What follows belongs to an exercise in optimizing a design on an open flow for small area and a short achievable clock period; a production flow would make more cautious choices. Function was checked by simulation only, so behaviour that the tests miss may differ from the original. In every run shown here, the design's own scripts or RTL, not TritonCTS, make the clock network. The clock port is modelled as an ideal driver, which makes a skipped or thinned clock tree look cheaper than it is; a real chip needs a root buffer or a tree. No activity file was given, so power comes from the tool's default toggle rates.

[flow/mycts.tcl]
# Clock tree step in place of ORFS's TritonCTS step: builds the two-level tree of
# ctree.tcl on the placed design, legalizes, repairs timing as ORFS's cts step
# does, and writes the results the rest of the ORFS flow reads.
source $::env(SCRIPTS_DIR)/load.tcl
erase_non_stage_variables cts
load_design 3_place.odb 3_place.sdc
set_dont_use $::env(DONT_USE_CELLS)

source $::env(CTREE_TCL)
ctree_build clk_i $::env(CTREE_TOP_DEPTH) $::env(CTREE_LEAF_DEPTH) \
  $::env(CTREE_TOP_CELL) $::env(CTREE_LEAF_CELL)
set_propagated_clock [all_clocks]

set_placement_padding -global \
  -left $::env(CELL_PAD_IN_SITES_DETAIL_PLACEMENT) \
  -right $::env(CELL_PAD_IN_SITES_DETAIL_PLACEMENT)
detailed_placement
estimate_parasitics -placement
report_clock_latency

repair_timing_helper
detailed_placement
check_placement -verbose
estimate_parasitics -placement
report_clock_latency
report_checks -path_delay max -group_path_count 5 -digits 3
report_worst_slack -max
report_worst_slack -min

orfs_write_db $::env(RESULTS_DIR)/4_1_cts.odb
orfs_write_sdc $::env(RESULTS_DIR)/4_cts.sdc
[design.v]
`default_nettype none
package sump_cmd_pkg;
  typedef enum logic [7:0] {
    OPC_SOFT_RESET  = 8'h00,
    OPC_RUN         = 8'h01,
    OPC_ID          = 8'h02,
    OPC_XON         = 8'h11,
    OPC_XOFF        = 8'h13,
    OPC_SET_DIV     = 8'h80,
    OPC_SET_CNT     = 8'h81,   
    OPC_SET_FLAGS   = 8'h82,
    OPC_SET_TRG_MSK = 8'hC0,   
    OPC_SET_TRG_VAL = 8'hC1,
    OPC_SET_TRG_CFG = 8'hC2
  } opcode_e;
  typedef enum logic [3:0] {
    ACT_NONE,
    ACT_SOFT_RESET,
    ACT_RUN,
    ACT_ID,
    ACT_XON,
    ACT_XOFF,
    ACT_SET_MASK,
    ACT_SET_VAL,
    ACT_SET_CFG,
    ACT_SET_DIV,
    ACT_SET_CNT,
    ACT_SET_FLAGS
  } action_e;
  typedef logic [1:0]  stage_t;
  typedef logic [31:0] param_t;   
endpackage
`default_nettype wire
`default_nettype none
package sump_cfg_pkg;
  typedef struct packed {
    logic [31:0] mask;
    logic [31:0] value;
    logic [31:0] cfg;    
  } trig_stage_t;
  typedef struct packed {
    trig_stage_t [4-1:0] trig;
    logic [23:0]                    divider;
    logic [15:0]                    read_cnt;
    logic [15:0]                    delay_cnt;
    logic [31:0]                    flags;
  } sump_cfg_t;
endpackage
`default_nettype wire
`default_nettype none
module sump_ctrl_top (
  input  logic                    clk_i,
  input  logic                    rst_n_i,
  input  logic                    rx_valid_i,
  input  logic [7:0]              rx_data_i,
  output logic [471:0]            cfg_o,     
  output logic                    armed_o,
  input  logic                    tx_credit_i,
  output logic                    tx_valid_o,
  output logic [7:0]              tx_data_o
);
  logic        busy_q;
  logic [3:0]  pos_q;
  logic [3:0]  code_q;
  logic [31:0] param_q;
  logic [3:0]  code_d;
  always_comb begin
    code_d = 4'b1111;
    if (rx_data_i[6:4] == 3'b100 && rx_data_i[1:0] != 2'b11)
      code_d = rx_data_i[3:0];
    else if (rx_data_i[6:2] == 5'b00000 && rx_data_i[1:0] != 2'b11)
      code_d = {rx_data_i[1:0], 2'b11};
  end
  logic take_opc, take_par, last_par;
  assign take_opc = rx_valid_i && !busy_q;
  assign take_par = rx_valid_i && busy_q;
  assign last_par = rx_valid_i && pos_q[3];
  always_ff @(posedge clk_i or negedge rst_n_i) begin
    if (!rst_n_i) begin
      busy_q <= 1'b0;
      pos_q  <= 4'd0;
    end else if (rx_valid_i) begin
      if (!busy_q) begin
        busy_q <= rx_data_i[7];
        pos_q  <= {3'd0, rx_data_i[7]};
      end else begin
        busy_q <= !pos_q[3];
        pos_q  <= {pos_q[2:0], 1'b0};
      end
    end
  end
  always_ff @(posedge clk_i) begin
    if (take_opc) code_q  <= code_d;
    if (take_par) param_q <= {rx_data_i, param_q[31:8]};   
  end
  logic c_soft, c_run, c_id, c_xon, c_xoff;
  logic [14:0] we;
  logic [14:0] hold;
  logic [14:0] we_d;
  logic        soft_d;
  assign soft_d = take_opc && (rx_data_i == 8'h00);
  always_comb begin
    for (int w = 0; w < 15; w++) begin
      if (w < 12) we_d[w] = last_par && (code_q == 4'((w / 3) * 4 + (w % 3)));
      else        we_d[w] = last_par && (code_q == 4'((w - 12) * 4 + 3));
    end
  end
  always_ff @(posedge clk_i or negedge rst_n_i) begin
    if (!rst_n_i) begin
      c_soft <= 1'b0;
      c_run  <= 1'b0;
      c_id   <= 1'b0;
      c_xon  <= 1'b0;
      c_xoff <= 1'b0;
      we     <= '0;
      hold   <= '0;
    end else begin
      c_soft <= soft_d;
      c_run  <= take_opc && (rx_data_i == 8'h01);
      c_id   <= take_opc && (rx_data_i == 8'h02);
      c_xon  <= take_opc && (rx_data_i == 8'h11);
      c_xoff <= take_opc && (rx_data_i == 8'h13);
      we     <= we_d;
      hold   <= ~(we_d | {15{soft_d}});
    end
  end
  logic [3:0][31:0] mask_q, value_q, tcfg_q;
  logic [23:0]      divider_q;
  logic [31:0]      cnts_q;    
  logic [31:0]      flags_q;
  logic             armed_q;
  always_ff @(posedge clk_i or negedge rst_n_i) begin
    if (!rst_n_i) begin
      mask_q    <= '0;
      value_q   <= '0;
      tcfg_q    <= '0;
      divider_q <= '0;
      cnts_q    <= '0;
      flags_q   <= '0;
      armed_q   <= 1'b0;
    end else begin
      for (int s = 0; s < 4; s++) begin
        mask_q[s]  <= (param_q & {32{we[s*3+0]}}) | (mask_q[s]  & {32{hold[s*3+0]}});
        value_q[s] <= (param_q & {32{we[s*3+1]}}) | (value_q[s] & {32{hold[s*3+1]}});
        tcfg_q[s]  <= (param_q & {32{we[s*3+2]}}) | (tcfg_q[s]  & {32{hold[s*3+2]}});
      end
      divider_q <= (param_q[23:0] & {24{we[12]}}) | (divider_q & {24{hold[12]}});
      cnts_q    <= (param_q & {32{we[13]}}) | (cnts_q  & {32{hold[13]}});
      flags_q   <= (param_q & {32{we[14]}}) | (flags_q & {32{hold[14]}});
      armed_q   <= c_run || (armed_q && !c_soft);
    end
  end
  always_comb begin
    for (int s = 0; s < 4; s++) begin
      cfg_o[(s*96+88)+:96] = {mask_q[s], value_q[s], tcfg_q[s]};
    end
    cfg_o[87:0] = {divider_q, cnts_q[15:0], cnts_q[31:16], flags_q};
  end
  assign armed_o = armed_q;
  logic       pend_q, xoff_q, valid_q;
  logic [3:0] used_q;
  logic [6:0] txd_q;
  logic       send, id_acc;
  logic       pend_d, xoff_d;
  logic [3:0] used_send, used_idle, used_d;
  logic       full_nocredit;
  assign send   = pend_q && !xoff_q && !used_q[3];
  assign id_acc = c_id && !pend_q;
  always_comb begin
    pend_d = pend_q;
    if (send && txd_q[1]) pend_d = 1'b0;
    if (id_acc)           pend_d = 1'b1;
    if (c_soft)           pend_d = 1'b0;
    xoff_d = xoff_q;
    if (c_xon || c_soft) xoff_d = 1'b0;
    if (c_xoff)          xoff_d = 1'b1;
    used_send = send ? {used_q[2:0], 1'b1} : used_q;
    used_idle = send ? used_q : {1'b0, used_q[3:1]};
    used_d    = tx_credit_i ? used_idle : used_send;
    full_nocredit = send ? used_q[2] : used_q[3];
  end
  always_ff @(posedge clk_i or negedge rst_n_i) begin
    if (!rst_n_i) begin
      pend_q  <= 1'b0;
      xoff_q  <= 1'b0;
      valid_q <= 1'b0;
      used_q  <= 4'd0;
    end else begin
      pend_q  <= pend_d;
      xoff_q  <= xoff_d;
      used_q  <= used_d;
      valid_q <= pend_d && !xoff_d && (tx_credit_i || !full_nocredit);
    end
  end
  always_ff @(posedge clk_i) begin
    if (id_acc) begin
      txd_q <= 7'(8'h31);
    end else if (send) begin
      if (txd_q[5])      txd_q <= 7'(8'h41);
      else if (txd_q[2]) txd_q <= 7'(8'h53);
      else               txd_q <= 7'(8'h4C);
    end
  end
  assign tx_valid_o = valid_q;
  assign tx_data_o  = {1'b0, txd_q};
endmodule
`default_nettype wire
[flow/run.sh]
#!/bin/bash
# ORFS layout with port buffers of our choice and a two-level clock tree
# (flow/ctree.tcl) in place of TritonCTS; every other step is the standard one.
set -euo pipefail
W=$PWD
K=( "BUFFER_PORTS_ARGS=-buffer_cell sky130_fd_sc_hd__buf_1"
    SETUP_SLACK_MARGIN=1.6
    "DONT_USE_CELLS=sky130_fd_sc_hd__probe_p_8 sky130_fd_sc_hd__probec_p_8 sky130_fd_sc_hd__lpflow_bleeder_1 sky130_fd_sc_hd__lpflow_clkbufkapwr_1 sky130_fd_sc_hd__lpflow_clkbufkapwr_16 sky130_fd_sc_hd__lpflow_clkbufkapwr_2 sky130_fd_sc_hd__lpflow_clkbufkapwr_4 sky130_fd_sc_hd__lpflow_clkbufkapwr_8 sky130_fd_sc_hd__lpflow_clkinvkapwr_1 sky130_fd_sc_hd__lpflow_clkinvkapwr_16 sky130_fd_sc_hd__lpflow_clkinvkapwr_2 sky130_fd_sc_hd__lpflow_clkinvkapwr_4 sky130_fd_sc_hd__lpflow_clkinvkapwr_8 sky130_fd_sc_hd__lpflow_decapkapwr_12 sky130_fd_sc_hd__lpflow_decapkapwr_3 sky130_fd_sc_hd__lpflow_decapkapwr_4 sky130_fd_sc_hd__lpflow_decapkapwr_6 sky130_fd_sc_hd__lpflow_decapkapwr_8 sky130_fd_sc_hd__lpflow_inputiso0n_1 sky130_fd_sc_hd__lpflow_inputiso0p_1 sky130_fd_sc_hd__lpflow_inputiso1n_1 sky130_fd_sc_hd__lpflow_inputiso1p_1 sky130_fd_sc_hd__lpflow_inputisolatch_1 sky130_fd_sc_hd__lpflow_isobufsrc_1 sky130_fd_sc_hd__lpflow_isobufsrc_16 sky130_fd_sc_hd__lpflow_isobufsrc_2 sky130_fd_sc_hd__lpflow_isobufsrc_4 sky130_fd_sc_hd__lpflow_isobufsrc_8 sky130_fd_sc_hd__lpflow_isobufsrckapwr_16 sky130_fd_sc_hd__lpflow_lsbuf_lh_hl_isowell_tap_1 sky130_fd_sc_hd__lpflow_lsbuf_lh_hl_isowell_tap_2 sky130_fd_sc_hd__lpflow_lsbuf_lh_hl_isowell_tap_4 sky130_fd_sc_hd__lpflow_lsbuf_lh_isowell_4 sky130_fd_sc_hd__lpflow_lsbuf_lh_isowell_tap_1 sky130_fd_sc_hd__lpflow_lsbuf_lh_isowell_tap_2 sky130_fd_sc_hd__lpflow_lsbuf_lh_isowell_tap_4 sky130_fd_sc_hd__or4_1 sky130_fd_sc_hd__or4_2 sky130_fd_sc_hd__or4_4 sky130_fd_sc_hd__or4b_1 sky130_fd_sc_hd__or4b_2 sky130_fd_sc_hd__or4b_4 sky130_fd_sc_hd__or4bb_1 sky130_fd_sc_hd__or4bb_2 sky130_fd_sc_hd__or4bb_4 sky130_fd_sc_hd__nor4_1 sky130_fd_sc_hd__nor4_2 sky130_fd_sc_hd__nor4_4 sky130_fd_sc_hd__nor4b_1 sky130_fd_sc_hd__nor4b_2 sky130_fd_sc_hd__nor4b_4 sky130_fd_sc_hd__nor4bb_1 sky130_fd_sc_hd__nor4bb_2 sky130_fd_sc_hd__nor4bb_4"
    CTREE_TCL=$W/flow/ctree.tcl CTREE_TOP_DEPTH=2 CTREE_LEAF_DEPTH=3
    CTREE_TOP_CELL=sky130_fd_sc_hd__inv_16 CTREE_LEAF_CELL=sky130_fd_sc_hd__inv_8 )
bash standard.sh "${K[@]}" place > make_place.log 2>&1
bash standard.sh "${K[@]}" run RUN_SCRIPT=$W/flow/mycts.tcl RUN_LOG_NAME_STEM=4_1_cts > make_cts.log 2>&1
bash standard.sh "${K[@]}" finish > make_finish.log 2>&1
[standard.sh]
#!/bin/bash
# synth_recipe.tcl (not shown) runs the flow's synth.tcl, then flattens the netlist and writes it again
# the make line also repeats each setting of config.mk as NAME=value (left out here)
make -C /OpenROAD-flow-scripts/flow DESIGN_CONFIG=/design/flow/config.mk WORK_HOME=/design/flow/orfs CLKGATE_MAP_FILE= SYNTH_SCRIPT=/design/flow/synth_recipe.tcl "${@:-finish}"
[flow/ctree.tcl]

proc ctree_split { pts depth } {
  # pts: list of {iterm x y}
  if { $depth == 0 || [llength $pts] < 2 } { return [list $pts] }
  set xs [lmap p $pts { lindex $p 1 }]
  set ys [lmap p $pts { lindex $p 2 }]
  set xs [lsort -integer $xs]; set ys [lsort -integer $ys]
  set w [expr { [lindex $xs end] - [lindex $xs 0] }]
  set h [expr { [lindex $ys end] - [lindex $ys 0] }]
  set k [expr { $w >= $h ? 1 : 2 }]
  set s [lsort -integer -index $k $pts]
  set n [expr { [llength $s] / 2 }]
  return [concat [ctree_split [lrange $s 0 [expr { $n - 1 }]] [expr { $depth - 1 }]] \
                 [ctree_split [lrange $s $n end] [expr { $depth - 1 }]]]
}

proc ctree_centroid { pts } {
  set sx 0; set sy 0
  foreach p $pts { set sx [expr { $sx + [lindex $p 1] }]; set sy [expr { $sy + [lindex $p 2] }] }
  set n [llength $pts]
  return [list [expr { int($sx / $n) }] [expr { int($sy / $n) }]]
}

proc ctree_buf { block master name in_net x y } {
  set inst [odb::dbInst_create $block $master $name]
  set net [odb::dbNet_create $block "${name}_net"]
  $net setSigType CLOCK
  foreach it [$inst getITerms] {
    if { [$it isInputSignal] } { $it connect $in_net }
    if { [$it isOutputSignal] } { $it connect $net }
  }
  set bb [$master getWidth]
  set bh [$master getHeight]
  $inst setLocation [expr { $x - $bb / 2 }] [expr { $y - $bh / 2 }]
  $inst setPlacementStatus PLACED
  return $net
}

proc ctree_build { clk_port top_depth leaf_depth top_cell leaf_cell } {
  set block [ord::get_db_block]
  set db [ord::get_db]
  set bterm [$block findBTerm $clk_port]
  set clk_net [$bterm getNet]
  $clk_net setSigType CLOCK
  set pts {}
  foreach it [$clk_net getITerms] {
    set xy [$it getAvgXY]
    if { ![lindex $xy 0] } {
      set bb [[$it getInst] getBBox]
      set xy [list 1 [expr { ([$bb xMin] + [$bb xMax]) / 2 }] [expr { ([$bb yMin] + [$bb yMax]) / 2 }]]
    }
    lappend pts [list $it [lindex $xy 1] [lindex $xy 2]]
  }
  puts "ctree: [llength $pts] clock pins on $clk_port"
  set topm [$db findMaster $top_cell]
  set leafm [$db findMaster $leaf_cell]
  set parts [ctree_split $pts $top_depth]
  set ti 0
  set li 0
  foreach part $parts {
    set groups [ctree_split $part $leaf_depth]
    set cents {}
    foreach g $groups { lappend cents [concat x [ctree_centroid $g]] }
    set tc [ctree_centroid $cents]
    set tnet [ctree_buf $block $topm "ctree_top_$ti" $clk_net [lindex $tc 0] [lindex $tc 1]]
    incr ti
    foreach g $groups c $cents {
      set lnet [ctree_buf $block $leafm "ctree_leaf_$li" $tnet [lindex $c 1] [lindex $c 2]]
      incr li
      foreach p $g {
        set it [lindex $p 0]
        $it disconnect
        $it connect $lnet
      }
      puts "ctree: leaf $li drives [llength $g] pins"
    }
  }
  puts "ctree: $ti top buffers, $li leaf buffers"
}
[config.mk]
export PLATFORM = sky130hd
export DESIGN_NAME = sump_ctrl_top
export DESIGN_NICKNAME = sump_ctrl_top
export VERILOG_FILES = /design/flow/design.v
export SDC_FILE = /design/flow/constraint.sdc
export NUM_CORES = 4
export LEC_CHECK = 0
export CAP_MARGIN = 20
export CORE_MARGIN = 2
export CORE_UTILIZATION = 40
export SETUP_SLACK_MARGIN = 0.1
export SLEW_MARGIN = 20
[constraint.sdc]
create_clock -name core_clock -period 3.0 [get_ports {clk_i}]
set_input_delay 0.6000 -clock core_clock [delete_from_list [all_inputs] [get_ports {clk_i}]]
set_output_delay 0.6000 -clock core_clock [all_outputs]
set_load 0.01 [all_outputs]
==> results.cfg, run 1 <==
[run_status]
outcome = no timing/DRC/antenna violations

[placement]
gp_congestion = 0.8262
dp_hpwl_mm = 41.59
io_buffers = 492

[power]
cellLeakagePower_nw = 10.65
powerDensity_mw_per_mm2 = 650.5
vdd_drop_max_v = 0.0003647

[sta]
fin_crit_ns = 1.385
slew_headroom_pct = 32.46
hold_violations = 0
setup_violations = 0
max_freq_mhz = 722.2
slew_violations = 0
finalCritPeriodShare_pct = 46.15
rsz0062_at_grt = yes
tightest_slew_ns = 1.013
fin_skew_ns = 0.01548
setup_tns_ns = 0

[setup_path]
path_cells = buf_1
endpoint_kind = output port
cp_slowest_cell = dfrtp_1
max_stage_delay_ns = 0.37
cp-start-kind = register
crit_fanout = 2
critical_path_arrival_ns = 0.78
path_buf_inv = 1
worstPathRequired_ns = 2.40
path_delay_family = flip-flops
r2r_slack_ns = 1.66
worst-setup-path-type = register to output port

[route]
vias = 13785
ant_nets = 0
drt_iter0_drc = 1268
routed_wl_mm = 63.33
routedWlPerCell_um = 26.89
drc = 0
dr.pass1.iters = 5
viasPerCell = 5.854

[yosys]
synth_top_family_by_area = compound AO/OA/AOI/OAI gates
syn_inst = 1280
async_flop_share_pct = 92.53
synth.area.mux_share_pct = 0.05137
synth_seq_cells = 562
synth_fa_ha_area_share_pct = 0
yosysSeqAreaShare_pct = 72.95
synth_xor_area_share_pct = 0.04495
ys.flop_type = dfrtp_1
synth_compound_area_share_pct = 22.35
synth_area_per_cell_um2 = 15.22
syn-num-nets = 1292
synthDistinctLibCells = 41
ys_warn_count = 1
synth_edf_count = 36
synth_area_leaders = dfrtp_1 (67%), a22o_1 (21%), edfxtp_1 (5.5%)
yosys.area_share.simple_pct = 1.914
yosys.area.top_type_share_pct = 66.78
netlist_area_mm2 = 0.01948
synth_area_leader_cell = dfrtp_1

[worst_hold_path]
worstHoldPathType = primary input to asynchronous set/reset pin

[cells_and_area]
drive_above_1_share_pct = 8.333
mostFrequentLayoutCells = dfrtp_1 (517), a22o_1 (473), buf_1 (457)
nets = 1754
area_delta_synth_final_pct = 16.71
antenna_cells = 0
fin_util_pct = 47.43
layout.cells.most_common = dfrtp_1

[global_route]
grt_use_total_pct = 24.25
first_global_vias = 13397
grt_max_degree = 87
grt_pass1_wl_mm = 92.64
antenna_found_initial = 0
overflow = 0

[floorplanning]
initial_utilization_pct = 40.64
core_region_area_mm2 = 0.04795
fp.dieH_um = 224.7
ios = 494
dieArea_mm2 = 0.05049
std_cell_rows = 80
die_w_um = 224.7

[flow_run]
drv_cap = 0

[cts]
clkLatencyLatePin_ns = 0.18
clkSlewWorstSetupHoldPaths_ns = 0.09
cts_hold_buffers = 0
## worst paths after layout
check	cells after the start	end	startpoint
worst min-delay path	1	cnts_q[13]$_DFF_PN0_	rst_n_i
min in group core_clock	1	armed_q$_DFF_PN0_	c_run$_DFF_PN0_
worst max register to register	1	divider_q[22]$_DFF_PN0_	hold[12]$_DFF_PN0_
worst max-delay path	1	cfg_o[454]	mask_q[110]$_DFF_PN0_
max in group asynchronous	3	hold[10]$_DFF_PN0_	rst_n_i
worst min register to register	1	armed_q$_DFF_PN0_	c_run$_DFF_PN0_
## what timing repair did
action,in CTS,in global routing
setup buffers,5,4
resized for setup,6,40
pin swaps,3,2
setup endpoints to repair,68,103
cloned,2,1
## per-stage QoR
step	power [mW]	setup slack, ns	hold WS (ns)	cells	cell area [um^2]
after floorplan	10.31	1.537	0.3044	1280	19520
after detailed placement	11.67	0.9867	0.4248	2307	22090
after global placement	11.64	1.042	0.4278	2305	22060
final	14.79	1.615	0.3613	2355	22740
after global routing	15.44	1.578	0.3788	2355	22740
## power breakdown
group	total (mW)	switching, mW	internal, mW
clock network	3.20	2.71	0.489
registers	9.46	0.989	8.47
logic	2.13	1.24	0.889
total	14.8	4.94	9.85
## per-layer routing
layer	vias to the layer above	track usage [%]	share of wire, %
li1	5752	-	-
met1	7293	34.26	42
met2	647	39.21	48
met3	93	4.154	7.2
met4	0	6.067	2.7
met5	-	0	0
## final cells by class
cell class / count / area (um^2)
Fill cell: 4341 / 25210
Sequential cell: 562 / 14220
Multi-Input combinational cell: 585 / 4805
Timing Repair Buffer: 550 / 2482
Tap cell: 615 / 769.5
Inverter: 43 / 466.7
## cell families after synthesis
kind of cell,Yosys count
simple gates,71
compound gates,509
xor+xnor,1
buf+inv,135
mux,1
other cells,1
flops,562
## registers in the layout, indices dropped and copies added, names as in the netlist, 4 cells and up
signal / flops
mask_q: 128
tcfg_q: 128
value_q: 128
cnts_q: 32
flags_q: 32
param_q: 32
divider_q: 24
hold: 15
we: 15
txd_q: 6
code_q: 4
pos_q: 4
used_q: 4
## synth_stat cells, types with 2 or more instances
cell type / instances
nor3_1: 5
nand2_1: 9
nand2b_1: 3
nand4b_1: 3
and3_1: 2
buf_2: 2
inv_1: 7
o21ai_0: 6
a22oi_1: 2
a22o_1: 473
dfrtp_1: 520
nand3_1: 4
buf_4: 3
nor2_1: 30
dfxtp_1: 6
or3_1: 3
a21oi_1: 22
edfxtp_1: 36
clkbuf_1: 122
==> run 2: changes to the inputs <==
--- a/config.mk
+++ b/config.mk
@@ -8,5 +8,5 @@
 export CAP_MARGIN = 20
 export CORE_MARGIN = 2
 export CORE_UTILIZATION = 40
-export SETUP_SLACK_MARGIN = 0.1
+export PLACE_DENSITY = 0.45
 export SLEW_MARGIN = 20
==> run 2 against run 1 <==
Flip-flop and latch count stayed put. Hold slack worse by 0.028 ns. Clock skew is 0.0025 ns lower. Worst setup slack better by 0.00052 ns. Critical path depth stayed put. Core utilization is 0.44 points higher. Largest cell class unchanged. Largest power group unchanged.
==> results.cfg, run 2 <==
[run_status]
outcome = no timing/DRC/antenna violations

[global_route]
first_global_vias = 13461
grt_max_degree = 71
overflow = 0
grt_use_total_pct = 26.36
grt_pass1_wl_mm = 98.62
antenna_found_initial = 0

[yosys]
netlist_area_mm2 = 0.01948
ys_warn_count = 1
synth_area_per_cell_um2 = 15.22
syn_inst = 1280
syn-num-nets = 1292
synth_area_leader_cell = dfrtp_1
async_flop_share_pct = 92.53
synth_edf_count = 36
yosys-top-cells-count = dfrtp_1 (520), a22o_1 (473), clkbuf_1 (122), edfxtp_1 (36), nor2_1 (30)
synthDistinctLibCells = 41
synth_most_common_cell = dfrtp_1
synth_area_leaders = dfrtp_1 (67%), a22o_1 (21%), edfxtp_1 (5.5%)
ys.flop_type = dfrtp_1
yosysSeqAreaShare_pct = 72.95
synth_seq_cells = 562
yosys.area.top_type_share_pct = 66.78

[power]
p_comb_share_pct = 15.4
p_sw_mw = 5.066
cellLeakagePower_nw = 10.89
p_int_mw = 9.910
switching_share_pct = 33.83
power_frac_seq_pct = 63.1
powerDensity_mw_per_mm2 = 652.5
p_clk_share_pct = 21.5
vdd_drop_max_v = 0.0002812

[cells_and_area]
nets = 1762
antenna_cells = 0
n_fill_cell = 4376
area_delta_synth_final_pct = 17.79
drive_above_1_share_pct = 12.19
mostFrequentLayoutCells = dfrtp_1 (510), a22o_1 (473), buf_1 (407)
regArea_mm2 = 0.01423
multi_input_area_mm2 = 0.004823
layout.cells.most_common = dfrtp_1
fin_util_pct = 47.87
largest_registers = mask_q x128, tcfg_q x128, value_q x128

[flow_run]
drv_cap = 0

[route]
drc = 0
drt_iter0_drc = 1042
dr.max_layer_used = met4
routedWlPerCell_um = 28.83
dr.pass1.iters = 5
viasPerCell = 5.774
vias = 13644
wl_met2_mm = 31.68
routed_wl_mm = 68.14
ant_nets = 0
met3_length_mm = 4.826
wl_met1_mm = 30.08

[setup_path]
rr_endpoint = value_q[94]$_DFF_PN0_
path_delay_family = flip-flops
endpoint_kind = output port
crit_fanout = 2
cp_num_cells = 1
path_cells = buf_1
path_buf_inv = 1
max_stage_delay_ns = 0.36
cp-start-kind = register
worst_r2r_path_depth = 1
rr_startpoint = param_q[30]$_DFFE_PP_
critical_path_arrival_ns = 0.78
worst-setup-path-type = register to output port
crit_start = value_q[6]$_DFF_PN0_
crit_end = cfg_o[126]
r2r_slack_ns = 1.63
cp_slowest_cell = dfrtp_1
worstPathRequired_ns = 2.40

[floorplanning]
core_region_area_mm2 = 0.04795
dieArea_mm2 = 0.05049
die_w_um = 224.7
ios = 494
std_cell_rows = 80
fp.dieH_um = 224.7
initial_utilization_pct = 40.64

[cts]
clkSlewWorstSetupHoldPaths_ns = 0.10
cts_hold_buffers = 0
clkLatencyLatePin_ns = 0.18

[sta]
tightest_slew_ns = 1.016
holdWs_ns = 0.3333
rsz0062_at_grt = yes
slew_headroom_pct = 32.26
max_freq_mhz = 722.5
setup_tns_ns = 0
slew_violations = 0
hold_violations = 0
setup_violations = 0
finalCritPeriodShare_pct = 46.14
fin_crit_ns = 1.384
fin_skew_ns = 0.01299

[placement]
dp_hpwl_mm = 45.00
gp_congestion = 0.7978
io_buffers = 492

[worst_hold_path]
worstHoldPathType = primary input to asynchronous set/reset pin
## run 2: repair_timing
action,in CTS,in global routing
resized for setup,25,84
setup buffers,12,6
endpoints found under the setup margin,220,209
pin swaps,3,1
gates cloned,2,1
## run 2: worst min-delay path by stage
| stage | start | endpoint | slack, ns |
|---|---|---|---|
| finish | rst_n_i | tcfg_q[3]$_DFF_PN0_ | 0.33 |
| global route | rst_n_i | tcfg_q[2]$_DFF_PN0_ | 0.35 |
| detailed placement | c_run$_DFF_PN0_ | armed_q$_DFF_PN0_ | 0.42 |
| global placement | c_run$_DFF_PN0_ | armed_q$_DFF_PN0_ | 0.41 |
| floorplan | rst_n_i | armed_q$_DFF_PN0_ | 0.30 |
## run 2: logic make-up after synthesis
kind of cell	after synthesis	synth area share [%]
AOI/OAI and AO/OA	509	22.35
xor gates and xnor gates	1	0.04496
buffers and inverters	135	2.671
DFF	562	72.95
muxes	1	0.05137
other	1	0.01925
and+or+nand+nor	71	1.914
## run 2: cell type report
type                    instances  share of cell area [%]
inverters                      43                   2.033
multi-input cells             585                   21.02
flip-flops and latches        562                   61.99
well taps                     615                   3.353
repair buffers                558                   11.61
## run 2: power groups by stage
stage	registers (mW)	clock network (mW)	logic, mW
floorplan	9.42	0	0.895
global placement	9.72	0	2.07
detailed placement	9.71	0	2.08
global route	9.56	3.62	2.51
finish	9.45	3.22	2.30
## run 2: through the flow
| step | std cells | worst slack [ns] | power (mW) | instance area (um^2) |
|---|---|---|---|---|
| 3_5_place_dp | 2306 | 0.9809 | 11.79 | 22110 |
| 5_1_grt | 2363 | 1.597 | 15.69 | 22950 |
| 2_1_floorplan | 1280 | 1.537 | 10.31 | 19520 |
| 6_report | 2363 | 1.616 | 14.98 | 22950 |
| 3_3_place_gp | 2306 | 0.9963 | 11.78 | 22110 |
## run 2: layer usage
metal,global-route usage (%),vias up
li1,-,5786
met1,38.30,7265
met2,41.28,515
met3,5.669,78
met4,4.913,0
met5,0,-
==> run 3: changes to the inputs <==
--- a/config.mk
+++ b/config.mk
@@ -7,6 +7,5 @@
 export LEC_CHECK = 0
 export CAP_MARGIN = 20
 export CORE_MARGIN = 2
-export CORE_UTILIZATION = 40
-export PLACE_DENSITY = 0.45
+export CORE_UTILIZATION = 33
 export SLEW_MARGIN = 20
==> run 3 against run 2 <==
Critical path type is now primary input to register. Still clean on timing, DRC and antenna. Core utilization decreased by 8.5 points. Clock skew up 0.0034 ns. Die area rose by 21%. First-iteration DRC count rose by 8.9%. Global-route usage shrank 5.8 points. Hold slack got worse by 0.016 ns. Critical path depth is 2 higher.
==> results.cfg, run 3 <==
[run_status]
outcome = no timing/DRC/antenna violations

[global_route]
grt_max_degree = 75
antenna_found_initial = 0
grt_pass1_wl_mm = 94.49
grt_use_total_pct = 20.54
first_global_vias = 13692
overflow = 0

[route]
drc = 0
routed_wl_mm = 65.33
viasPerCell = 5.504
ant_nets = 0
drt_iter0_drc = 1135
routedWlPerCell_um = 25.83
dr.pass1.iters = 6
vias = 13920

[sta]
setup_violations = 0
slew_violations = 0
tightest_slew_ns = 0.9617
fin_crit_ns = 1.380
fin_skew_ns = 0.01644
setup_tns_ns = 0
slew_headroom_pct = 35.89
max_freq_mhz = 724.4
rsz0062_at_grt = yes
hold_violations = 0
finalCritPeriodShare_pct = 46.01

[placement]
placed_cell_area_mm2 = 0.02230
place_inst = 2466
gp_congestion = 0.8232
io_buffers = 492
dp_hpwl_mm = 43.57

[setup_path]
max_stage_delay_ns = 0.31
worst-setup-path-type = primary input to register
crit_fanout = 6
critical_path_arrival_ns = 1.31
path_buf_inv = 1
cp-start-kind = primary input
worstPathRequired_ns = 2.93
cp_slowest_cell = or3_1
endpoint_kind = register
path_cells = clkbuf_2 > or2_4 > or3_1
path_delay_family = simple AND/OR/NAND/NOR gates

[cells_and_area]
layout.cells.most_common = dfrtp_1
largest_registers = mask_q x128, tcfg_q x128, value_q x128
nets = 1770
area_delta_synth_final_pct = 18.65
mostFrequentLayoutCells = dfrtp_1 (509), a22o_1 (473), buf_1 (473)
antenna_cells = 0
design_area_mm2 = 0.02312
instances_no_fill = 2529
drive_above_1_share_pct = 8.713

[yosys]
async_flop_share_pct = 92.53
ys.flop_type = dfrtp_1
yosys-top-cells-count = dfrtp_1 (520), a22o_1 (473), clkbuf_1 (122), edfxtp_1 (36), nor2_1 (30)
ys_warn_count = 1
synth_seq_cells = 562
netlist_area_mm2 = 0.01948
synth_most_common_cell = dfrtp_1
synth_area_leaders = dfrtp_1 (67%), a22o_1 (21%), edfxtp_1 (5.5%)
syn_inst = 1280
syn-num-nets = 1292
synthDistinctLibCells = 41
synth_edf_count = 36
yosysSeqAreaShare_pct = 72.95
synth_area_per_cell_um2 = 15.22
synth_area_leader_cell = dfrtp_1
yosys.area.top_type_share_pct = 66.78

[cts]
clkSlewWorstSetupHoldPaths_ns = 0.09
cts_hold_buffers = 0
clkLatencyLatePin_ns = 0.18

[floorplanning]
die_w_um = 247.0
initial_utilization_pct = 33.20
std_cell_rows = 89
core_region_area_mm2 = 0.05869
ios = 494
dieArea_mm2 = 0.06100
fp.dieH_um = 247.0

[flow_run]
drv_cap = 0

[power]
vdd_drop_max_v = 0.0003285
powerDensity_mw_per_mm2 = 645.2
cellLeakagePower_nw = 10.68

[worst_hold_path]
worstHoldPathType = primary input to asynchronous set/reset pin
## run 3: cell counts after synthesis
No cell type changed its count.
## run 3: through the flow
| step | worst slack [ns] | utilization, % | hold slack (ns) | power (mW) |
|---|---|---|---|---|
| finish | 1.620 | 39.39 | 0.3172 | 14.92 |
| global route | 1.591 | 39.39 | 0.3157 | 15.62 |
| detailed placement | 1.043 | 37.99 | 0.4618 | 11.71 |
| global placement | 1.090 | 37.99 | 0.4444 | 11.65 |
| floorplan | 1.537 | - | 0.3044 | 10.31 |
## run 3: worst paths after layout
kind | startpoint | to | slack (ns) | cells past startpoint
setup reg to reg | param_q[23]$_DFFE_PP_ | tcfg_q[119]$_DFF_PN0_ | 1.65 | 1
min in group core_clock | c_xoff$_DFF_PN0_ | xoff_q$_DFF_PN0_ | 0.47 | 2
hold reg to reg | c_xoff$_DFF_PN0_ | xoff_q$_DFF_PN0_ | 0.47 | 2
max in group asynchronous | rst_n_i | value_q[56]$_DFF_PN0_ | 1.83 | 3
hold / removal | rst_n_i | mask_q[96]$_DFF_PN0_ | 0.32 | 1
setup / recovery | rx_data_i[5] | code_q[0]$_SDFFCE_PN1P_ | 1.62 | 3
## run 3: report_power, final
| group | switching (mW) | total, mW | internal, mW |
|---|---|---|---|
| Sequential | 0.870 | 9.34 | 8.47 |
| Combinational | 1.40 | 2.36 | 0.967 |
| Clock | 2.72 | 3.21 | 0.489 |
| Total | 4.99 | 14.9 | 9.93 |
## run 3: layout make-up
cell class,count,area (um^2)
Tap cell,773,967.2
Timing Repair Buffer,566,2653
Inverter,43,466.7
Multi-Input combinational cell,585,4805
Fill cell,5591,35570
Sequential cell,562,14230
## run 3: what timing repair did
action,4_1_cts,5_1_grt
endpoints found under the hold margin,0,0
gates cloned,2,1
resized for setup,13,26
pin swaps,4,1
setup buffers,20,4
endpoints found under the setup margin,241,290
## run 3: per-layer routing
metal	vias to the layer above	part of all wire [%]	GRT usage, %
met3	105	7.5	2.930
met5	-	0	0
li1	5803	-	-
met4	0	3.0	5.829
met2	732	48	33.46
met1	7280	41	28.65
## run 3: cells by family (layout without fill, tap and decap cells)
group                     after synthesis  count (layout)  share of synthesized area [%]
xor gates and xnor gates                1               1                        0.04496
buffers and inverters                 135             609                          2.671
and+or+nand+nor                        71              73                          1.914
AOI/OAI and AO/OA                     509             509                          22.35
other                                   1               1                        0.01925
muxes                                   1               1                        0.05137
DFF                                   562             562                          72.95
==> run 4: changes to the inputs <==
--- a/config.mk
+++ b/config.mk
@@ -7,5 +7,6 @@
 export LEC_CHECK = 0
 export CAP_MARGIN = 20
 export CORE_MARGIN = 2
-export CORE_UTILIZATION = 33
+export CORE_UTILIZATION = 40
+export PLACE_DENSITY = 0.75
 export SLEW_MARGIN = 20
==> run 4 against run 3 <==
Still clean. Die area shrank 17%. Flip-flop and latch count unchanged. Sequential power up 0.6%. Critical endpoint is now hold[12]$_DFF_PN0_.
==> results.cfg, run 4 <==
[cells_and_area]
n_fill_cell = 4254
layout.cells.most_common = dfrtp_1
mostFrequentLayoutCells = dfrtp_1 (511), buf_1 (478), a22o_1 (473)
nets = 1762
area_delta_synth_final_pct = 17.33
largest_registers = mask_q x128, tcfg_q x128, value_q x128
design_area_mm2 = 0.02286
drive_above_1_share_pct = 8.009
antenna_cells = 0

[route]
viasPerCell = 5.978
vias = 14125
ant_nets = 0
dr.pass1.iters = 5
drt_iter0_drc = 1318
routedWlPerCell_um = 26.22
routed_wl_mm = 61.96
drc = 0

[placement]
dp_hpwl_mm = 40.49
io_buffers = 492
gp_congestion = 0.8284
placed_cell_area_mm2 = 0.02204

[sta]
slew_violations = 0
fin_crit_ns = 1.436
fin_skew_ns = 0.02378
tightest_slew_ns = 1.023
rsz0062_at_grt = yes
setup_tns_ns = 0
holdWs_ns = 0.3289
setup_violations = 0
finalCritPeriodShare_pct = 47.87
slew_headroom_pct = 31.78
hold_violations = 0
max_freq_mhz = 696.4

[global_route]
first_global_vias = 13811
antenna_found_initial = 0
overflow = 0
grt_use_total_pct = 23.60
grt_max_degree = 72
grt_pass1_wl_mm = 90.63

[yosys]
synth_area_per_cell_um2 = 15.22
syn-num-nets = 1292
synthDistinctLibCells = 41
synth_area_leaders = dfrtp_1 (67%), a22o_1 (21%), edfxtp_1 (5.5%)
synth_most_common_cell = dfrtp_1
yosysSeqAreaShare_pct = 72.95
async_flop_share_pct = 92.53
yosys.area.top_type_share_pct = 66.78
syn_inst = 1280
ys_warn_count = 1
netlist_area_mm2 = 0.01948
ys.flop_type = dfrtp_1
synth_seq_cells = 562
synth_edf_count = 36
yosys-top-cells-count = dfrtp_1 (520), a22o_1 (473), clkbuf_1 (122), edfxtp_1 (36), nor2_1 (30)
synth_area_leader_cell = dfrtp_1

[setup_path]
critical_path_arrival_ns = 1.49
path_buf_inv = 3
worst-setup-path-type = primary input to register
path_delay_family = simple AND/OR/NAND/NOR gates
rr_startpoint = param_q[22]$_DFFE_PP_
r2r_slack_ns = 1.60
endpoint_kind = register
rr_endpoint = value_q[118]$_DFF_PN0_
worstPathRequired_ns = 3.06
cp_slowest_cell = or2_4
cp_common_cell = buf_6
crit_fanout = 7
path_cells = buf_6 > or2_4 > nor3_4 > buf_6 > clkbuf_16 > a21oi_1
max_stage_delay_ns = 0.27
cp-start-kind = primary input
worst_r2r_path_depth = 1

[worst_hold_path]
worstHoldPathType = primary input to asynchronous set/reset pin

[power]
cellLeakagePower_nw = 10.64
vdd_drop_max_v = 0.0003917
powerDensity_mw_per_mm2 = 648.3

[floorplanning]
initial_utilization_pct = 40.64
ios = 494
fp.dieH_um = 224.7
dieArea_mm2 = 0.05049
die_w_um = 224.7
core_region_area_mm2 = 0.04795
std_cell_rows = 80

[cts]
clkLatencyLatePin_ns = 0.19
cts_hold_buffers = 0
clkSlewWorstSetupHoldPaths_ns = 0.08

[run_status]
outcome = no timing/DRC/antenna violations

[flow_run]
drv_cap = 0
## run 4: cell counts after synthesis
Identical to the previous run, type by type.
## run 4: metal layers
layer,vias to the layer above,track usage [%],wire (um)
met5,-,0,0
met2,868,38.86,30370
met1,7332,32.36,24450
met4,0,7.306,2060
li1,5785,-,-
met3,140,3.749,5080
## run 4: worst max path at each step
| stage | depth (start not counted) | startpoint | slack, ns | end |
|---|---|---|---|---|
| final | 6 | rx_data_i[5] | 1.56 | hold[12]$_DFF_PN0_ |
| after global routing | 6 | rx_data_i[5] | 1.55 | hold[12]$_DFF_PN0_ |
| after detailed placement | 4 | rx_valid_i | 0.75 | hold[11]$_DFF_PN0_ |
| after global placement | 4 | rx_valid_i | 0.82 | c_run$_DFF_PN0_ |
| after floorplan | 4 | rx_data_i[5] | 1.54 | hold[6]$_DFF_PN0_ |
## run 4: logic make-up (layout without fill, tap and decap cells)
group	count (synthesis)	in the layout	share of synthesized area [%]
flip-flops	562	562	72.95
AO/OA/AOI/OAI	509	509	22.35
buffers and inverters	135	601	2.671
AND/OR/NAND/NOR	71	73	1.914
other	1	1	0.01925
XOR/XNOR	1	1	0.04496
multiplexers	1	1	0.05137
## run 4: final cells by class
class                      count  area, um^2  area share, %
sequential                   562       14220          62.22
multi-input combinational    585        4808          21.03
timing repair buffer         558        2592          11.34
tap                          615       769.5          3.366
inverter                      43       466.7          2.041
## run 4: report_power, final
| group | internal [mW] | total (mW) | switching, mW |
|---|---|---|---|
| registers | 8.47 | 9.40 | 0.933 |
| clock network | 0.489 | 3.17 | 2.68 |
| logic | 0.938 | 2.25 | 1.31 |
## run 4: what timing repair did
| item | in CTS | in global routing |
|---|---|---|
| endpoints found under the hold margin | 0 | 0 |
| cloned | 2 | 1 |
| resized for setup | 12 | 26 |
| pin swaps | 3 | 0 |
| setup endpoints to repair | 263 | 112 |
| buffers inserted | 14 | 6 |
## run 4: metrics by stage
step | power (mW) | utilization, % | worst slack (ns) | cells
3_5_place_dp | 11.64 | 45.97 | 0.7462 | 2304
3_3_place_gp | 11.55 | 45.97 | 0.8212 | 2304
6_report | 14.82 | 47.68 | 1.564 | 2363
2_1_floorplan | 10.31 | - | 1.537 | 1280
5_1_grt | 15.44 | 47.68 | 1.551 | 2363
==> run 5: changes to the inputs <==
--- a/flow/run.sh
+++ b/flow/run.sh
@@ -4,7 +4,7 @@
 set -euo pipefail
 W=$PWD
 K=( "BUFFER_PORTS_ARGS=-buffer_cell sky130_fd_sc_hd__buf_1"
-    SETUP_SLACK_MARGIN=1.6
+    SETUP_SLACK_MARGIN=1.62
     "DONT_USE_CELLS=sky130_fd_sc_hd__probe_p_8 sky130_fd_sc_hd__probec_p_8 sky130_fd_sc_hd__lpflow_bleeder_1 sky130_fd_sc_hd__lpflow_clkbufkapwr_1 sky130_fd_sc_hd__lpflow_clkbufkapwr_16 sky130_fd_sc_hd__lpflow_clkbufkapwr_2 sky130_fd_sc_hd__lpflow_clkbufkapwr_4 sky130_fd_sc_hd__lpflow_clkbufkapwr_8 sky130_fd_sc_hd__lpflow_clkinvkapwr_1 sky130_fd_sc_hd__lpflow_clkinvkapwr_16 sky130_fd_sc_hd__lpflow_clkinvkapwr_2 sky130_fd_sc_hd__lpflow_clkinvkapwr_4 sky130_fd_sc_hd__lpflow_clkinvkapwr_8 sky130_fd_sc_hd__lpflow_decapkapwr_12 sky130_fd_sc_hd__lpflow_decapkapwr_3 sky130_fd_sc_hd__lpflow_decapkapwr_4 sky130_fd_sc_hd__lpflow_decapkapwr_6 sky130_fd_sc_hd__lpflow_decapkapwr_8 sky130_fd_sc_hd__lpflow_inputiso0n_1 sky130_fd_sc_hd__lpflow_inputiso0p_1 sky130_fd_sc_hd__lpflow_inputiso1n_1 sky130_fd_sc_hd__lpflow_inputiso1p_1 sky130_fd_sc_hd__lpflow_inputisolatch_1 sky130_fd_sc_hd__lpflow_isobufsrc_1 sky130_fd_sc_hd__lpflow_isobufsrc_16 sky130_fd_sc_hd__lpflow_isobufsrc_2 sky130_fd_sc_hd__lpflow_isobufsrc_4 sky130_fd_sc_hd__lpflow_isobufsrc_8 sky130_fd_sc_hd__lpflow_isobufsrckapwr_16 sky130_fd_sc_hd__lpflow_lsbuf_lh_hl_isowell_tap_1 sky130_fd_sc_hd__lpflow_lsbuf_lh_hl_isowell_tap_2 sky130_fd_sc_hd__lpflow_lsbuf_lh_hl_isowell_tap_4 sky130_fd_sc_hd__lpflow_lsbuf_lh_isowell_4 sky130_fd_sc_hd__lpflow_lsbuf_lh_isowell_tap_1 sky130_fd_sc_hd__lpflow_lsbuf_lh_isowell_tap_2 sky130_fd_sc_hd__lpflow_lsbuf_lh_isowell_tap_4 sky130_fd_sc_hd__or4_1 sky130_fd_sc_hd__or4_2 sky130_fd_sc_hd__or4_4 sky130_fd_sc_hd__or4b_1 sky130_fd_sc_hd__or4b_2 sky130_fd_sc_hd__or4b_4 sky130_fd_sc_hd__or4bb_1 sky130_fd_sc_hd__or4bb_2 sky130_fd_sc_hd__or4bb_4 sky130_fd_sc_hd__nor4_1 sky130_fd_sc_hd__nor4_2 sky130_fd_sc_hd__nor4_4 sky130_fd_sc_hd__nor4b_1 sky130_fd_sc_hd__nor4b_2 sky130_fd_sc_hd__nor4b_4 sky130_fd_sc_hd__nor4bb_1 sky130_fd_sc_hd__nor4bb_2 sky130_fd_sc_hd__nor4bb_4"
     CTREE_TCL=$W/flow/ctree.tcl CTREE_TOP_DEPTH=2 CTREE_LEAF_DEPTH=3
     CTREE_TOP_CELL=sky130_fd_sc_hd__inv_16 CTREE_LEAF_CELL=sky130_fd_sc_hd__inv_8 )
--- a/config.mk
+++ b/config.mk
@@ -8,5 +8,5 @@
 export CAP_MARGIN = 20
 export CORE_MARGIN = 2
 export CORE_UTILIZATION = 40
-export PLACE_DENSITY = 0.75
+export SETUP_SLACK_MARGIN = 0.1
 export SLEW_MARGIN = 20
==> run 5 against run 4 <==
Maximum frequency up 1.2%. Global-route usage up 0.46 points. Flip-flop and latch count unchanged. First-iteration DRC count down 4.2%. Total power up 0.40%. Largest power group unchanged.
==> results.cfg, run 5 <==
[yosys]
synth_most_common_cell = dfrtp_1
ys.flop_type = dfrtp_1
synth_area_leader_cell = dfrtp_1
synth_area_per_cell_um2 = 15.22
ys_warn_count = 1
yosysSeqAreaShare_pct = 72.95
synth_area_leaders = dfrtp_1 (67%), a22o_1 (21%), edfxtp_1 (5.5%)
synth_edf_count = 36
async_flop_share_pct = 92.53
synthDistinctLibCells = 41
syn-num-nets = 1292
netlist_area_mm2 = 0.01948
syn_inst = 1280
yosys-top-cells-count = dfrtp_1 (520), a22o_1 (473), clkbuf_1 (122), edfxtp_1 (36), nor2_1 (30)
synth_seq_cells = 562
yosys.area.top_type_share_pct = 66.78

[setup_path]
worstPathRequired_ns = 3.07
critical_path_arrival_ns = 1.49
max_stage_delay_ns = 0.27
endpoint_kind = register
cp_slowest_cell = or2_4
crit_fanout = 7
worst-setup-path-type = primary input to register
path_cells = buf_6 > or2_4 > nor3_4 > buf_6 > clkbuf_16 > a21oi_1
cp-start-kind = primary input
cp_common_cell = buf_6

[floorplanning]
initial_utilization_pct = 40.64
core_region_area_mm2 = 0.04795
die_w_um = 224.7
ios = 494
std_cell_rows = 80
fp.dieH_um = 224.7
dieArea_mm2 = 0.05049

[cells_and_area]
area_delta_synth_final_pct = 18.61
antenna_cells = 0
instances_no_fill = 2374
n_fill_cell = 4269
nets = 1773
mostFrequentLayoutCells = dfrtp_1 (514), a22o_1 (473), buf_1 (406)
layout.cells.most_common = dfrtp_1
drive_above_1_share_pct = 12.91
largest_registers = mask_q x128, tcfg_q x128, value_q x128

[global_route]
grt_use_total_pct = 24.06
overflow = 0
met3_usage_pct = 3.801
grt_pass1_wl_mm = 92.19
grtUsageMet2_pct = 39.00
grt_max_degree = 83
use_met1_pct = 34.24
top_usage_layer = met2
first_global_vias = 13367
antenna_found_initial = 0

[cts]
cts_hold_buffers = 0
clkSlewWorstSetupHoldPaths_ns = 0.09
clkLatencyLatePin_ns = 0.20

[sta]
fin_skew_ns = 0.02092
max_freq_mhz = 704.8
rsz0062_at_grt = yes
hold_violations = 0
setup_violations = 0
setup_tns_ns = 0
tightest_slew_ns = 0.9414
slew_headroom_pct = 37.24
finalCritPeriodShare_pct = 47.30
slew_violations = 0
fin_crit_ns = 1.419

[power]
vdd_drop_max_v = 0.0003741
powerDensity_mw_per_mm2 = 643.9
finalPower_mw = 14.88
cellLeakagePower_nw = 10.97

[placement]
io_buffers = 492
place_inst = 2304
dp_hpwl_mm = 41.03
gp_congestion = 0.8171

[route]
viasPerCell = 5.845
drt_iter0_drc = 1263
drc = 0
vias = 13876
ant_nets = 0
dr.pass1.iters = 5
routedWlPerCell_um = 26.57
routed_wl_mm = 63.07

[run_status]
outcome = no timing/DRC/antenna violations

[worst_hold_path]
worstHoldPathType = primary input to asynchronous set/reset pin

[flow_run]
drv_cap = 0
## run 5: changes by cell type in the layout (fill, tap and decap cells not counted), moves of 4 or more
| cell | previous run | this run |
|---|---|---|
| buf_2 | 0 | 11 |
| buf_6 | 3 | 10 |
| buf_12 | 15 | 11 |
| a21oi_2 | 2 | 7 |
| clkbuf_2 | 10 | 70 |
| a21oi_1 | 20 | 15 |
| buf_4 | 49 | 55 |
| buf_1 | 478 | 406 |
## run 5: what timing repair did
| item | 4_1_cts | 5_1_grt |
|---|---|---|
| pin swaps | 3 | 4 |
| setup endpoints to repair | 335 | 308 |
| resized for setup | 25 | 102 |
| hold endpoints to repair | 0 | 0 |
| gates cloned | 3 | 3 |
| buffers inserted | 12 | 16 |
## run 5: layout make-up
class / count / area [um^2] / area share [%]
multi-input cells: 585 / 4838 / 20.94
inverters: 43 / 466.7 / 2.019
repair buffers: 569 / 2815 / 12.18
flip-flops and latches: 562 / 14220 / 61.53
well taps: 615 / 769.5 / 3.330
## run 5: critical path, delay by kind of cell
family	cells	cell delay, ns
and+or+nand+nor	2	0.45
buffers and inverters	3	0.38
AOI/OAI and AO/OA	1	0.06
## run 5: power by group
part	switching, mW	internal, mW	total (mW)
logic	1.36	0.990	2.35
clock network	2.68	0.486	3.17
registers	0.895	8.47	9.37
total	4.93	9.95	14.9
## run 5: routing by layer
metal / wire length, um / part of all wire [%]
met5: 0 / 0
met4: 1579 / 2.5
met3: 4493 / 7.1
met2: 30770 / 49
met1: 26230 / 42
## run 5: through the flow
stage	worst slack, ns	util (%)	hold slack, ns	cell area [um^2]
floorplan	1.537	-	0.3044	19520
global placement	1.073	45.92	0.4403	22010
detailed placement	1.015	45.92	0.4544	22010
global route	1.578	48.20	0.2937	23110
finish	1.581	48.20	0.2896	23110
## run 5: path summary, 6_finish.rpt
kind	cells past startpoint	to	slack, ns	from
hold / removal	1	tcfg_q[38]$_DFF_PN0_	0.29	rst_n_i
hold reg to reg	1	armed_q$_DFF_PN0_	0.44	c_run$_DFF_PN0_
min in group core_clock	1	armed_q$_DFF_PN0_	0.44	c_run$_DFF_PN0_
max in group asynchronous	3	tcfg_q[14]$_DFF_PN0_	1.73	rst_n_i
setup reg to reg	3	txd_q[3]$_SDFFE_PP0P_	1.66	used_q[3]$_DFFE_PN0P_
setup / recovery	6	hold[5]$_DFF_PN0_	1.58	rx_data_i[4]
## run 5: cells by family after synthesis
family / share of synthesized area [%]
other cells: 0.01925
simple gates: 1.914
buf+inv: 2.671
flops: 72.95
compound gates: 22.35
mux: 0.05137
xor+xnor: 0.04496
==> run 6: changes to the inputs <==
--- a/flow/run.sh
+++ b/flow/run.sh
@@ -3,7 +3,7 @@
 # (flow/ctree.tcl) in place of TritonCTS; every other step is the standard one.
 set -euo pipefail
 W=$PWD
-K=( "BUFFER_PORTS_ARGS=-buffer_cell sky130_fd_sc_hd__buf_1"
+K=( "BUFFER_PORTS_ARGS=-buffer_cell sky130_fd_sc_hd__buf_2"
     SETUP_SLACK_MARGIN=1.62
     "DONT_USE_CELLS=sky130_fd_sc_hd__probe_p_8 sky130_fd_sc_hd__probec_p_8 sky130_fd_sc_hd__lpflow_bleeder_1 sky130_fd_sc_hd__lpflow_clkbufkapwr_1 sky130_fd_sc_hd__lpflow_clkbufkapwr_16 sky130_fd_sc_hd__lpflow_clkbufkapwr_2 sky130_fd_sc_hd__lpflow_clkbufkapwr_4 sky130_fd_sc_hd__lpflow_clkbufkapwr_8 sky130_fd_sc_hd__lpflow_clkinvkapwr_1 sky130_fd_sc_hd__lpflow_clkinvkapwr_16 sky130_fd_sc_hd__lpflow_clkinvkapwr_2 sky130_fd_sc_hd__lpflow_clkinvkapwr_4 sky130_fd_sc_hd__lpflow_clkinvkapwr_8 sky130_fd_sc_hd__lpflow_decapkapwr_12 sky130_fd_sc_hd__lpflow_decapkapwr_3 sky130_fd_sc_hd__lpflow_decapkapwr_4 sky130_fd_sc_hd__lpflow_decapkapwr_6 sky130_fd_sc_hd__lpflow_decapkapwr_8 sky130_fd_sc_hd__lpflow_inputiso0n_1 sky130_fd_sc_hd__lpflow_inputiso0p_1 sky130_fd_sc_hd__lpflow_inputiso1n_1 sky130_fd_sc_hd__lpflow_inputiso1p_1 sky130_fd_sc_hd__lpflow_inputisolatch_1 sky130_fd_sc_hd__lpflow_isobufsrc_1 sky130_fd_sc_hd__lpflow_isobufsrc_16 sky130_fd_sc_hd__lpflow_isobufsrc_2 sky130_fd_sc_hd__lpflow_isobufsrc_4 sky130_fd_sc_hd__lpflow_isobufsrc_8 sky130_fd_sc_hd__lpflow_isobufsrckapwr_16 sky130_fd_sc_hd__lpflow_lsbuf_lh_hl_isowell_tap_1 sky130_fd_sc_hd__lpflow_lsbuf_lh_hl_isowell_tap_2 sky130_fd_sc_hd__lpflow_lsbuf_lh_hl_isowell_tap_4 sky130_fd_sc_hd__lpflow_lsbuf_lh_isowell_4 sky130_fd_sc_hd__lpflow_lsbuf_lh_isowell_tap_1 sky130_fd_sc_hd__lpflow_lsbuf_lh_isowell_tap_2 sky130_fd_sc_hd__lpflow_lsbuf_lh_isowell_tap_4 sky130_fd_sc_hd__or4_1 sky130_fd_sc_hd__or4_2 sky130_fd_sc_hd__or4_4 sky130_fd_sc_hd__or4b_1 sky130_fd_sc_hd__or4b_2 sky130_fd_sc_hd__or4b_4 sky130_fd_sc_hd__or4bb_1 sky130_fd_sc_hd__or4bb_2 sky130_fd_sc_hd__or4bb_4 sky130_fd_sc_hd__nor4_1 sky130_fd_sc_hd__nor4_2 sky130_fd_sc_hd__nor4_4 sky130_fd_sc_hd__nor4b_1 sky130_fd_sc_hd__nor4b_2 sky130_fd_sc_hd__nor4b_4 sky130_fd_sc_hd__nor4bb_1 sky130_fd_sc_hd__nor4bb_2 sky130_fd_sc_hd__nor4bb_4"
     CTREE_TCL=$W/flow/ctree.tcl CTREE_TOP_DEPTH=2 CTREE_LEAF_DEPTH=3
==> run 6 against run 5 <==
Maximum frequency is 2.4% higher. Largest cell class unchanged. Register-to-register slack about the same. Critical path type unchanged. Sequential share of layout area fell by 0.72 points. Core utilization increased by 0.57 points. Worst setup slack improved by 0.033 ns. Clock power barely moved. Clock skew is 0.0054 ns lower. Critical path depth is 3 lower. Combinational power up 6%. First-iteration DRC count fell by 16%.
==> results.cfg, run 6 <==
[placement]
pre_cts_ws_ns = 1.076
dp_hpwl_mm = 41.24
gp_congestion = 0.8068
io_buffers = 492

[global_route]
overflow = 0
antenna_found_initial = 0
grt_max_degree = 100
grt_pass1_wl_mm = 92.26
grt_use_total_pct = 24.15
first_global_vias = 13344

[route]
routed_wl_mm = 63.26
drt_iter0_drc = 1061
dr.pass1.iters = 5
ant_nets = 0
routedWlPerCell_um = 26.84
viasPerCell = 5.837
vias = 13757
drc = 0

[sta]
slew_violations = 0
setup_tns_ns = 0
slew_headroom_pct = 37.08
fin_crit_ns = 1.385
setup_violations = 0
setup_ws_ns = 1.615
hold_violations = 0
tightest_slew_ns = 0.9438
max_freq_mhz = 721.8
rsz0062_at_grt = yes
finalCritPeriodShare_pct = 46.18
fin_skew_ns = 0.01554

[yosys]
synth_area_leaders = dfrtp_1 (67%), a22o_1 (21%), edfxtp_1 (5.5%)
syn_inst = 1280
synth_most_common_cell = dfrtp_1
netlist_area_mm2 = 0.01948
yosys-top-cells-count = dfrtp_1 (520), a22o_1 (473), clkbuf_1 (122), edfxtp_1 (36), nor2_1 (30)
synth_area_per_cell_um2 = 15.22
ys_warn_count = 1
async_flop_share_pct = 92.53
yosysSeqAreaShare_pct = 72.95
syn-num-nets = 1292
synth_area_leader_cell = dfrtp_1
synth_edf_count = 36
yosys.area.top_type_share_pct = 66.78
synthDistinctLibCells = 41
synth_seq_cells = 562
ys.flop_type = dfrtp_1

[cells_and_area]
mostFrequentLayoutCells = dfrtp_1 (515), buf_2 (489), a22o_1 (473)
antenna_cells = 0
largest_registers = mask_q x128, tcfg_q x128, value_q x128
layout.cells.most_common = dfrtp_1
drive_above_1_share_pct = 34.90
regArea_mm2 = 0.01422
fin_util_pct = 48.77
area_delta_synth_final_pct = 20.01
nets = 1756
multi_input_area_mm2 = 0.004808
n_fill_cell = 4232

[cts]
clkLatencyLatePin_ns = 0.18
cts_hold_buffers = 0
clkSlewWorstSetupHoldPaths_ns = 0.09

[floorplanning]
dieArea_mm2 = 0.05049
std_cell_rows = 80
die_w_um = 224.7
core_region_area_mm2 = 0.04795
ios = 494
initial_utilization_pct = 40.64
fp.dieH_um = 224.7

[setup_path]
max_stage_delay_ns = 0.32
path_cells = buf_2 > or2_4 > or3_1
worstPathRequired_ns = 2.93
worst-setup-path-type = primary input to register
cp-start-kind = primary input
path_delay_family = simple AND/OR/NAND/NOR gates
path_buf_inv = 1
crit_fanout = 6
r2r_slack_ns = 1.67
critical_path_arrival_ns = 1.31
cp_slowest_cell = or3_1
endpoint_kind = register

[power]
vdd_drop_max_v = 0.0003878
powerDensity_mw_per_mm2 = 641.7
cellLeakagePower_nw = 12.67
finalPower_mw = 15.01

[flow_run]
drv_cap = 0

[run_status]
outcome = no timing/DRC/antenna violations

[worst_hold_path]
worstHoldPathType = primary input to asynchronous set/reset pin
-- run 6: cell counts after synthesis --
Identical to the previous run, type by type.
-- run 6: metal layers --
metal	vias to the layer above	share of wire (%)	wire length (um)	GRT usage, %
met5	-	0	0	0
met4	0	2.4	1517	5.319
li1	5782	-	-	-
met1	7265	42	26630	34.73
met3	86	6.8	4332	3.475
met2	624	49	30780	39.21
-- run 6: layout make-up --
cell class / count / area share [%]
multi-input combinational: 585 / 20.56
timing repair buffer: 552 / 13.34
sequential: 562 / 60.81
tap: 615 / 3.291
inverter: 43 / 1.996
-- run 6: worst paths after layout --
check                                startpoint                       to  cells past startpoint
max                                rx_data_i[5]  code_q[1]$_SDFFCE_PN1P_                      3
min                                     rst_n_i     tcfg_q[36]$_DFF_PN0_                      1
max reg2reg                param_q[5]$_DFFE_PP_     mask_q[69]$_DFF_PN0_                      1
min reg2reg                     c_run$_DFF_PN0_        armed_q$_DFF_PN0_                      1
max in group asynchronous               rst_n_i    tcfg_q[107]$_DFF_PN0_                      3
min in group core_clock         c_run$_DFF_PN0_        armed_q$_DFF_PN0_                      1
-- run 6: cells by family (layout without fill, tap and decap cells) --
logic type	after synthesis	count (layout)	synth area share, %
AOI/OAI and AO/OA	509	509	22.35
buffers and inverters	135	595	2.671
other	1	1	0.01925
muxes	1	1	0.05137
DFF	562	562	72.95
and+or+nand+nor	71	73	1.914
xor gates and xnor gates	1	1	0.04496
-- run 6: repair_timing --
action                                  4_1_cts  5_1_grt
buffers inserted                             11        7
gates cloned                                  2        1
resized for setup                             7       16
pin swaps                                     3        2
endpoints found under the setup margin      145      214
-- run 6: metrics by stage --
stage                     hold slack [ns]  cell area [um^2]  std cells
after global routing               0.3276             23380       2357
final                              0.3182             23380       2357
after global placement             0.4423             22620       2300
after floorplan                    0.3044             19520       1280
after detailed placement           0.4514             22620       2300
-- run 6: report_power, final --
group	internal [mW]	switching [mW]	leakage [nW]
clock network	0.488	2.69	0.233
registers	8.47	0.870	7.51
logic	1.12	1.37	4.92

## re-timing with driven ports
The flow's constraints put no driver on any port. The routed layouts listed below were extracted and timed again, unchanged, in two steps. Step 1: set_driving_cell puts a clkbuf_16 on clk_i and a buf_2 on each other input, an assumption about the parent block. Step 2 adds t to the input delays and takes it off the output delays; t is the mean of the earliest and latest rising clock arrival at the registers after step 1. Input paths then give back, and output paths get back, about the clock's delay inside the block. Slacks: ideal ports / drivers / drivers and shift; pairs: ideal ports / drivers.
run | shift t [ns] | setup WS [ns] | hold WS [ns] | cell pins on the clock port's net
run 1 | 0.401 | 1.615 / 1.388 / 1.424 | 0.361 / 0.161 / 0.443 | 4
run 2 | 0.402 | 1.616 / 1.388 / 1.413 | 0.333 / 0.142 / 0.426 | 4
run 3 | 0.404 | 1.620 / 1.405 / 1.409 | 0.317 / 0.144 / 0.474 | 4
run 4 | 0.406 | 1.564 / 1.394 / 1.355 | 0.329 / 0.135 / 0.451 | 4
run 5 | 0.402 | 1.581 / 1.396 / 1.358 | 0.290 / 0.096 / 0.441 | 4
run 6 | 0.402 | 1.615 / 1.411 / 1.394 | 0.318 / 0.152 / 0.453 | 4
After both steps setup and hold are still met in every run listed. The setup slack of run 5, which loses most, moves by -0.185 ns with the drivers and by -0.223 ns with both steps.
